From an optimization exercise on the open Yosys and OpenROAD flow, aimed at small area; shortcuts taken in it are not production practice.
Where RTL was checked, it was by simulation tests only, not by an equivalence proof against the original.
No activity file was given, so power comes from the tool's default toggle rates.

==> flow/design.v (excerpt) <==
module muldiv_unit #(
    parameter int XLEN  = 64,
    parameter int CNT_W = 7
) (
    input  logic            clk,
    input  logic            reset,
    input  logic            start,
    input  logic [2:0]      funct3,
    input  logic [XLEN-1:0] op_a,
    input  logic [XLEN-1:0] op_b,
    input  logic            kill,
    output logic            busy,
    output logic            done,
    output logic [XLEN-1:0] result
);
export LEC_CHECK = 0
export ABC_CLOCK_PERIOD_IN_PS = 20000
export CAP_MARGIN = 20
export CORE_MARGIN = 2
export CORE_UTILIZATION = 40
export SLEW_MARGIN = 20
export SYNTH_HIERARCHICAL = 1
create_clock -name core_clock -period 6.0 [get_ports {clk}]
standard.sh (not shown) runs the stock make flow with config.mk's settings and CLKGATE_MAP_FILE= SYNTH_SCRIPT=/design/flow/synth_recipe.tcl, a recipe that flattens the netlist after the stock synthesis.
==> flow/flow/run.sh <==
#!/bin/bash
set -e
export BUFFER_PORTS_ARGS="-buffer_cell sky130_fd_sc_hd__buf_1"
export PRE_FLOORPLAN_TCL="$PWD/flow/downsize.tcl"
export CTS_ARGS="-sink_clustering_enable -repair_clock_nets -sink_clustering_size 11 -sink_clustering_max_diameter 45 -buf_list sky130_fd_sc_hd__clkbuf_4 -dont_use_dummy_load"
bash standard.sh > standard.log 2>&1
==> flow/flow/downsize.tcl <==
# Area recovery before floorplanning: every combinational cell that synthesis
# mapped to a drive strength above 1 is swapped for the same function at drive
# strength 1. Later timing repair sizes cells back up where timing needs it.
set n_swapped 0
foreach inst [[ord::get_db_block] getInsts] {
  set master [[$inst getMaster] getName]
  if { ![regexp {^(sky130_fd_sc_hd__[a-z0-9]+)_([0-9]+)$} $master -> base drive] } { continue }
  if { $drive <= 1 } { continue }
  if { [regexp {__(df|edf|sdf|dl|tap|fill|decap|conb|clk)} $master] } { continue }
  set target ${base}_1
  if { [llength [get_lib_cells -quiet */$target]] == 0 } { continue }
  replace_cell [$inst getName] $target
  incr n_swapped
}
puts "downsize: swapped $n_swapped cells to drive strength 1"
The baseline ran to the end with no violations.
Edit:
==> flow/flow/run.sh (replaced) <==
#!/bin/bash
set -e
export BUFFER_PORTS_ARGS="-buffer_cell sky130_fd_sc_hd__buf_1"
export PRE_FLOORPLAN_TCL="$PWD/flow/downsize.tcl"
export CTS_ARGS="-sink_clustering_enable -repair_clock_nets -sink_clustering_size 10 -sink_clustering_max_diameter 40 -buf_list {sky130_fd_sc_hd__clkbuf_2 sky130_fd_sc_hd__clkbuf_4} -dont_use_dummy_load"
bash standard.sh > standard.log 2>&1
--- a/flow/config.mk
+++ b/flow/config.mk
@@ -7,3 +7,2 @@
 export LEC_CHECK = 0
-export ABC_CLOCK_PERIOD_IN_PS = 20000
 export CAP_MARGIN = 20
The new run went through all stages and came out clean; synthesized cell count does not change; clock power rose by a little under a tenth; fmax rose slightly; via count rose slightly; global-route usage barely changes; utilization rose by 0.23 points; non-clock buffer count stays the same; final area rose slightly.
Edit:
==> flow/flow/run.sh (replaced) <==
#!/bin/bash
set -e
export BUFFER_PORTS_ARGS="-buffer_cell sky130_fd_sc_hd__buf_1"
export PRE_FLOORPLAN_TCL="$PWD/flow/downsize.tcl"
export CTS_ARGS="-sink_clustering_enable -repair_clock_nets -sink_clustering_size 10 -sink_clustering_max_diameter 40 -buf_list sky130_fd_sc_hd__clkbuf_4 -dont_use_dummy_load"
bash standard.sh > standard.log 2>&1
The changed run finished clean; register-to-register slack barely changes; final area stays the same; clock skew does not change; wire length stays the same; die area is unchanged; non-clock buffer count stays the same; power does not change; combinational power stays flat.
Edit:
==> flow/flow/run.sh (replaced) <==
#!/bin/bash
set -e
export BUFFER_PORTS_ARGS="-buffer_cell sky130_fd_sc_hd__buf_1"
export PRE_FLOORPLAN_TCL="$PWD/flow/downsize.tcl"
export CTS_ARGS="-sink_clustering_enable -repair_clock_nets -sink_clustering_size 11 -sink_clustering_max_diameter 45 -buf_list sky130_fd_sc_hd__clkbuf_4 -dont_use_dummy_load"
bash standard.sh > standard.log 2>&1
Outcome:
- first-iteration DRC count rose by roughly a tenth
- count of clock-buffer cells in the layout shrinks by 5
- clock power goes down by a little under a tenth


Setup of job 104:
muldiv_unit, a different RTL version from the one above (not shown whole).
For scale: ~690 cells after synthesis.
clock: 6.0 ns
lec_check: 0
cap_margin: 20
core_margin: 2
core_utilization: 40
slew_margin: 20
synth_hierarchical: 1
==> flow/flow/run.sh <==
#!/bin/bash
set -e
export BUFFER_PORTS_ARGS="-buffer_cell sky130_fd_sc_hd__buf_1"
export PRE_FLOORPLAN_TCL="$PWD/flow/downsize.tcl"
export CTS_ARGS="-sink_clustering_enable -repair_clock_nets -sink_clustering_size 10 -sink_clustering_max_diameter 40 -buf_list sky130_fd_sc_hd__clkbuf_4 -dont_use_dummy_load"
bash standard.sh > standard.log 2>&1
Scripts as last shown in full above: flow/flow/downsize.tcl
#### Input delta (job 105 over job 104)
- CORE_UTILIZATION: 40 -> 60
==> flow/flow/run.sh <==
#!/bin/bash
set -e
export BUFFER_PORTS_ARGS="-buffer_cell sky130_fd_sc_hd__buf_1"
export PRE_FLOORPLAN_TCL="$PWD/flow/downsize.tcl"
export CTS_ARGS="-sink_clustering_enable -repair_clock_nets -sink_clustering_size 12 -sink_clustering_max_diameter 35 -buf_list sky130_fd_sc_hd__clkbuf_4 -dont_use_dummy_load"
bash standard.sh > standard.log 2>&1
[summary]
- | number of clock-tree buffers in the layout | lower: job 104 |
- Compared with job 104, the detailed router inserted more vias in job 105.
- Of the two values seen for timing startpoint of the critical path, isdiv$_DFFE_PP_ was produced by job 104 and dg[0]$_SDFF_PP0_ by job 105.
- [compare] base=job 104 new=job 105: power now larger, relative slew slack now smaller.
No functional check of the RTL was part of any run of this note.


muldiv_unit, a different RTL version from the one above (not shown whole).
Size in the first run: roughly 630 cells after synthesis.
## muldiv_unit
module muldiv_unit #(
    parameter int XLEN  = 64,
    parameter int CNT_W = 7
) (
    input  logic            clk,
    input  logic            reset,
    input  logic            start,
    input  logic [2:0]      funct3,
    input  logic [XLEN-1:0] op_a,
    input  logic [XLEN-1:0] op_b,
    input  logic            kill,
    output logic            busy,
    output logic            done,
    output logic [XLEN-1:0] result
);
clock: 6.0 ns
lec_check: 0
cap_margin: 20
core_margin: 2
core_utilization: 40
place_density: 0.8
slew_margin: 20
synth_hierarchical: 1
==> flow/flow/run.sh <==
#!/bin/bash
set -e
export BUFFER_PORTS_ARGS="-buffer_cell sky130_fd_sc_hd__buf_1"
export PRE_FLOORPLAN_TCL="$PWD/flow/downsize.tcl"
export CTS_ARGS="-sink_clustering_enable -repair_clock_nets -sink_clustering_size 10 -sink_clustering_max_diameter 40 -buf_list sky130_fd_sc_hd__clkbuf_4 -dont_use_dummy_load"
bash standard.sh > standard.log 2>&1
Scripts as last shown in full above: flow/flow/downsize.tcl
The baseline completed with no timing, DRC or antenna violations.
Then changed:
--- a/flow/config.mk
+++ b/flow/config.mk
@@ -8,6 +8,5 @@
 export CAP_MARGIN = 20
 export CORE_MARGIN = 2
-export CORE_UTILIZATION = 40
-export PLACE_DENSITY = 0.8
+export CORE_UTILIZATION = 50
 export SLEW_MARGIN = 20
 export SYNTH_HIERARCHICAL = 1
After rerunning: Total power shrinks by 0.61%; worst setup slack got worse by 0.14 ns; cell count fell by 4.3%; global-route usage increases by 3.0 points; clock-buffer cell count increases by 1; final area fell by 0.71%; combinational power is about the same; via count goes down by 1.1%.


muldiv_unit, a different RTL version from the one above (not shown whole).
Size: roughly 620 cells after synthesis, roughly 200 I/O pins.
clock: 6.0 ns
lec_check: 0
abc_clock_period_in_ps: 20000
cap_margin: 20
core_margin: 2
core_utilization: 40
slew_margin: 20
synth_hierarchical: 1
==> flow/flow/run.sh <==
#!/bin/bash
set -e
export BUFFER_PORTS_ARGS="-buffer_cell sky130_fd_sc_hd__buf_1"
export PRE_FLOORPLAN_TCL="$PWD/flow/downsize.tcl"
export CTS_ARGS="-sink_clustering_enable -repair_clock_nets -sink_clustering_size 11 -sink_clustering_max_diameter 45 -buf_list sky130_fd_sc_hd__clkbuf_4 -dont_use_dummy_load"
bash standard.sh > standard.log 2>&1
Scripts as last shown in full above: flow/flow/downsize.tcl
==> next run, changes <==
==> flow/flow/run.sh (replaced) <==
#!/bin/bash
set -e
export BUFFER_PORTS_ARGS="-buffer_cell sky130_fd_sc_hd__buf_1"
export PRE_FLOORPLAN_TCL="$PWD/flow/downsize.tcl"
export CTS_ARGS="-sink_clustering_enable -repair_clock_nets -sink_clustering_size 10 -sink_clustering_max_diameter 40 -buf_list sky130_fd_sc_hd__clkbuf_4 -dont_use_dummy_load"
bash standard.sh > standard.log 2>&1
--- a/flow/config.mk
+++ b/flow/config.mk
@@ -7,3 +7,2 @@
 export LEC_CHECK = 0
-export ABC_CLOCK_PERIOD_IN_PS = 20000
 export CAP_MARGIN = 20
Outcome:
- clock skew barely changes
- design area hardly moves
- total power went up by 0.84%
- global-route usage barely changes
- worst setup slack is worse by 0.0095 ns
- maximum frequency stays flat
- non-clock buffer count stays the same
- first-iteration DRC count went down by 6.5%
- sequential power barely changes
- worst hold slack is about the same
No run of this note included a check of the RTL's function; only the layout flow was run.


== main ==
The RTL this note starts from:
==> flow/design.v <==
module muldiv_unit #(
    parameter int XLEN  = 64,
    parameter int CNT_W = 7
) (
    input  logic            clk,
    input  logic            reset,
    input  logic            start,
    input  logic [2:0]      funct3,
    input  logic [XLEN-1:0] op_a,
    input  logic [XLEN-1:0] op_b,
    input  logic            kill,
    output logic            busy,
    output logic            done,
    output logic [XLEN-1:0] result
);
    localparam int W    = 5;
    localparam int N    = 13;
    localparam int L    = W * N;        
    localparam int DG_W = 4;
    logic             run;              
    logic [CNT_W-1:0] ps;               
    logic [DG_W-1:0]  dg;               
    logic             isdiv, hsel;      
    logic [L-1:0]     qc, bc, pc;       
    logic [L-1:0]     qs, bs;           
    logic [L-1:0]     qc_nx, bc_nx;
    logic             rs;               
    logic             cy;               
    logic             pm, qm;           
    logic             mb, pb;           
    logic             an, bn, bnz;      
    localparam logic [L-1:0] POL = {
        {W{1'b0}}, {W{1'b1}}, {W{1'b0}}, {W{1'b1}}, {W{1'b0}}, {W{1'b1}}, {W{1'b0}},
        {W{1'b1}}, {W{1'b0}}, {W{1'b1}}, {W{1'b0}}, {W{1'b1}}, {W{1'b0}}};
    assign qc = qs ^ POL;
    assign bc = bs ^ POL;
    logic accept, dfirst, dlast;
    assign accept = !run && start && !kill;
    assign dfirst = (dg == '0);
    assign dlast  = (dg == DG_W'(N-1));
    logic in_asig, in_bsig;
    assign in_asig = funct3[2] ? !funct3[0] : (funct3[1] ^ funct3[0]);
    assign in_bsig = funct3[2] ? !funct3[0] : (funct3[1:0] == 2'b01);
    logic step, pre, post0, post1, last_step;
    assign step      = !ps[6];
    assign pre       = ps[6] && ps[5];
    assign post0     = ps[6] && !ps[5] && !ps[1] && !ps[0];
    assign post1     = ps[6] && !ps[5] && !ps[1] && ps[0];
    assign last_step = step && (&ps[5:0]);
    assign busy   = run;
    assign done   = run && ps[6] && !ps[5] && ps[1];
    assign result = qc[XLEN-1:0];
    logic [W-1:0] pe, pn, be, qe, qn;
    assign pe = pc[W-1:0];
    assign pn = pc[2*W-1:W];
    assign be = bc[W-1:0];
    assign qe = qc[W-1:0];
    assign qn = qc[2*W-1:W];
    logic         m, inv, ysrcq, cin0, ix;
    logic [W-1:0] x, y, ysrc, s;
    logic         co, mcur, nq;
    assign mcur = dfirst ? qe[0] : mb;
    assign nq   = (an ^ bn) & bnz;
    always_comb begin
        m     = 1'b0;
        inv   = 1'b0;
        ysrcq = 1'b0;
        ix    = 1'b0;
        x     = '0;
        if (isdiv) begin
            if (pre) begin
                m = !ps[0]; ysrcq = 1'b1; inv = an;
            end else if (step) begin
                m   = 1'b1;
                inv = !rs ^ bn;
                x   = {pe[W-2:0], dfirst ? qc[XLEN-1] : pm};
            end else if (post0) begin
                m = rs; inv = bn;
                x = pe;
            end else if (hsel) begin
                ix = an;
                x  = pe ^ {W{an}};
            end else begin
                m = 1'b1; ysrcq = 1'b1; inv = nq;
            end
        end else if (step || post0) begin
            m   = mcur && step;
            inv = an && last_step;
            x   = {dlast ? (bn && pe[W-1]) : pn[0], pe[W-1:1]};
        end
        ysrc = ysrcq ? qe : be;
        y    = {W{m}} & (ysrc ^ {W{inv}});
        cin0 = (m && inv) || ix;
    end
    assign {co, s} = {1'b0, x} + {1'b0, y} + {{W{1'b0}}, (dfirst ? cin0 : cy)};
    logic [W-1:0] qin;
    always_comb begin
        if (isdiv ? ((pre && !ps[0]) || post1) : (post0 && hsel))
            qin = s;
        else if (isdiv && (step || post0))
            qin = {qe[W-2:0], dfirst ? !rs : qm};
        else if (!isdiv && (step || post0))
            qin = dlast ? {pb, pb, qe[W-2:1]} : {qn[0], qe[W-1:1]};
        else
            qin = qe;
    end
    always_comb begin
        qc_nx[L-1:XLEN] = qin[W-1:W-(L-XLEN)];
        if (accept) begin
            qc_nx[XLEN-1:0] = op_a;
            bc_nx = {in_bsig && op_b[XLEN-1], op_b};
        end else begin
            qc_nx[XLEN-1:0] = {qin[W-(L-XLEN)-1:0], qc[L-1:W]};
            bc_nx = {be, bc[L-1:W]};
        end
    end
    always_ff @(posedge clk or negedge reset) begin
        if (!reset)
            run <= 1'b0;
        else if (accept)
            run <= 1'b1;
        else if (kill || done)
            run <= 1'b0;
    end
    always_ff @(posedge clk) begin
        qs <= qc_nx ^ POL;
        bs <= bc_nx ^ POL;
        if (accept) begin
            isdiv <= funct3[2];
            hsel  <= funct3[2] ? funct3[1] : (funct3[1:0] != 2'b00);
            an    <= in_asig && op_a[XLEN-1];
            bn    <= in_bsig && op_b[XLEN-1];
            ps    <= CNT_W'(-2);
            dg    <= '0;
        end else begin
            ps <= ps + CNT_W'(dlast);
            dg <= dlast ? '0 : dg + 1'b1;
        end
        pc <= {s, pc[L-1:W]};
        cy <= co;
        pm <= pe[W-1];
        qm <= qe[W-1];
        if (dlast) rs <= s[W-1];
        if (dfirst) begin
            mb <= qe[0];
            pb <= pe[0];
        end
        if (pre)
            bnz <= (bnz && !dfirst) || (|be);
    end
endmodule
==> flow/config.mk <==
export PLATFORM = sky130hd
export DESIGN_NAME = muldiv_unit
export DESIGN_NICKNAME = muldiv_unit
export VERILOG_FILES = /design/flow/design.v
export SDC_FILE = /design/flow/constraint.sdc
export NUM_CORES = 4
export LEC_CHECK = 0
export CAP_MARGIN = 20
export CORE_MARGIN = 2
export CORE_UTILIZATION = 40
export SLEW_MARGIN = 20
==> flow/constraint.sdc <==
create_clock -name core_clock -period 6.0 [get_ports {clk}]
set_input_delay 1.2000 -clock core_clock [delete_from_list [all_inputs] [get_ports {clk}]]
set_output_delay 1.2000 -clock core_clock [all_outputs]
set_load 0.01 [all_outputs]
==> flow/flow/run.sh <==
#!/bin/bash
set -e
export BUFFER_PORTS_ARGS="-buffer_cell sky130_fd_sc_hd__buf_1"
export CTS_ARGS="-sink_clustering_enable -repair_clock_nets -sink_clustering_size 30 -sink_clustering_max_diameter 60 -buf_list sky130_fd_sc_hd__clkbuf_16 -dont_use_dummy_load"
bash standard.sh > standard.log 2>&1
main finished every stage and its layout cleared the timing, design-rule and antenna checks.
Edits applied to the flow inputs when going from main to the feature branch:
==> flow/flow/run.sh <==
#!/bin/bash
set -e
export BUFFER_PORTS_ARGS="-buffer_cell sky130_fd_sc_hd__buf_1"
export CTS_ARGS="-sink_clustering_enable -repair_clock_nets -sink_clustering_size 15 -sink_clustering_max_diameter 50 -buf_list sky130_fd_sc_hd__clkbuf_8 -dont_use_dummy_load"
bash standard.sh > standard.log 2>&1
[summary]
Compared with main, in the feature branch power consumption dropped about 1.8%, part of the total power dissipated in sequential elements shows an increase of 1.1 points.
Compared with main, the feature branch has less setup slack.
Number of nets in the layout of the feature branch exceeds that of main slightly.
Looking at core utilization across main and the feature branch, the one that comes out lower is the feature branch.
Critical path depth came out exactly the same in main and the feature branch.
Part of the total power dissipated in the clock network for the feature branch is lower than for main.
The feature branch vs main — clock-pin transition on the worst setup and hold timing paths dropped 30 ps.
Fraction of area in registers is lower on main
No functional check of the RTL was part of any run of this note.

[port drivers added, routing unchanged]
How much do the figures lean on ideal ports? The routed layouts below were timed once more, with nothing changed but the port constraints. Step 1 assumes that a clkbuf_16 drives the clock port and a buf_2 every other input. Step 2 moves the port delays by t, midway between the first and last clock arrival at a register: inputs arrive t later, outputs are due t later. That takes back most of the time a late clock gives input paths. Slacks: ideal / step 1 / step 2; pairs: ideal / step 1.
run | shift t [ns] | setup WS [ns] | worst register clock-pin slew, ns
the first run of note 1 | 0.631 | 1.314 / 1.314 / 1.314 | 0.12 / 0.12
the second run of note 1 | 0.665 | 1.365 / 1.365 / 1.365 | 0.10 / 0.10
the third run of note 1 | 0.665 | 1.365 / 1.365 / 1.365 | 0.10 / 0.10
the fourth run of note 1 | 0.631 | 1.314 / 1.314 / 1.314 | 0.12 / 0.12
job 104 | 0.675 | 2.162 / 2.162 / 2.162 | 0.10 / 0.10
job 105 | 0.586 | 1.669 / 1.669 / 1.669 | 0.11 / 0.11
the first run of note 3 | 0.649 | 1.207 / 1.207 / 1.207 | 0.10 / 0.10
the second run of note 3 | 0.637 | 1.069 / 1.069 / 1.069 | 0.10 / 0.10
the first run of note 4 | 0.634 | 1.343 / 1.343 / 1.343 | 0.11 / 0.11
the second run of note 4 | 0.656 | 1.334 / 1.334 / 1.334 | 0.11 / 0.11
main | 0.498 | 2.222 / 2.222 / 2.222 | 0.11 / 0.11
the feature branch | 0.540 | 2.210 / 2.210 / 2.210 | 0.09 / 0.09
After both steps every run listed still meets setup and hold.
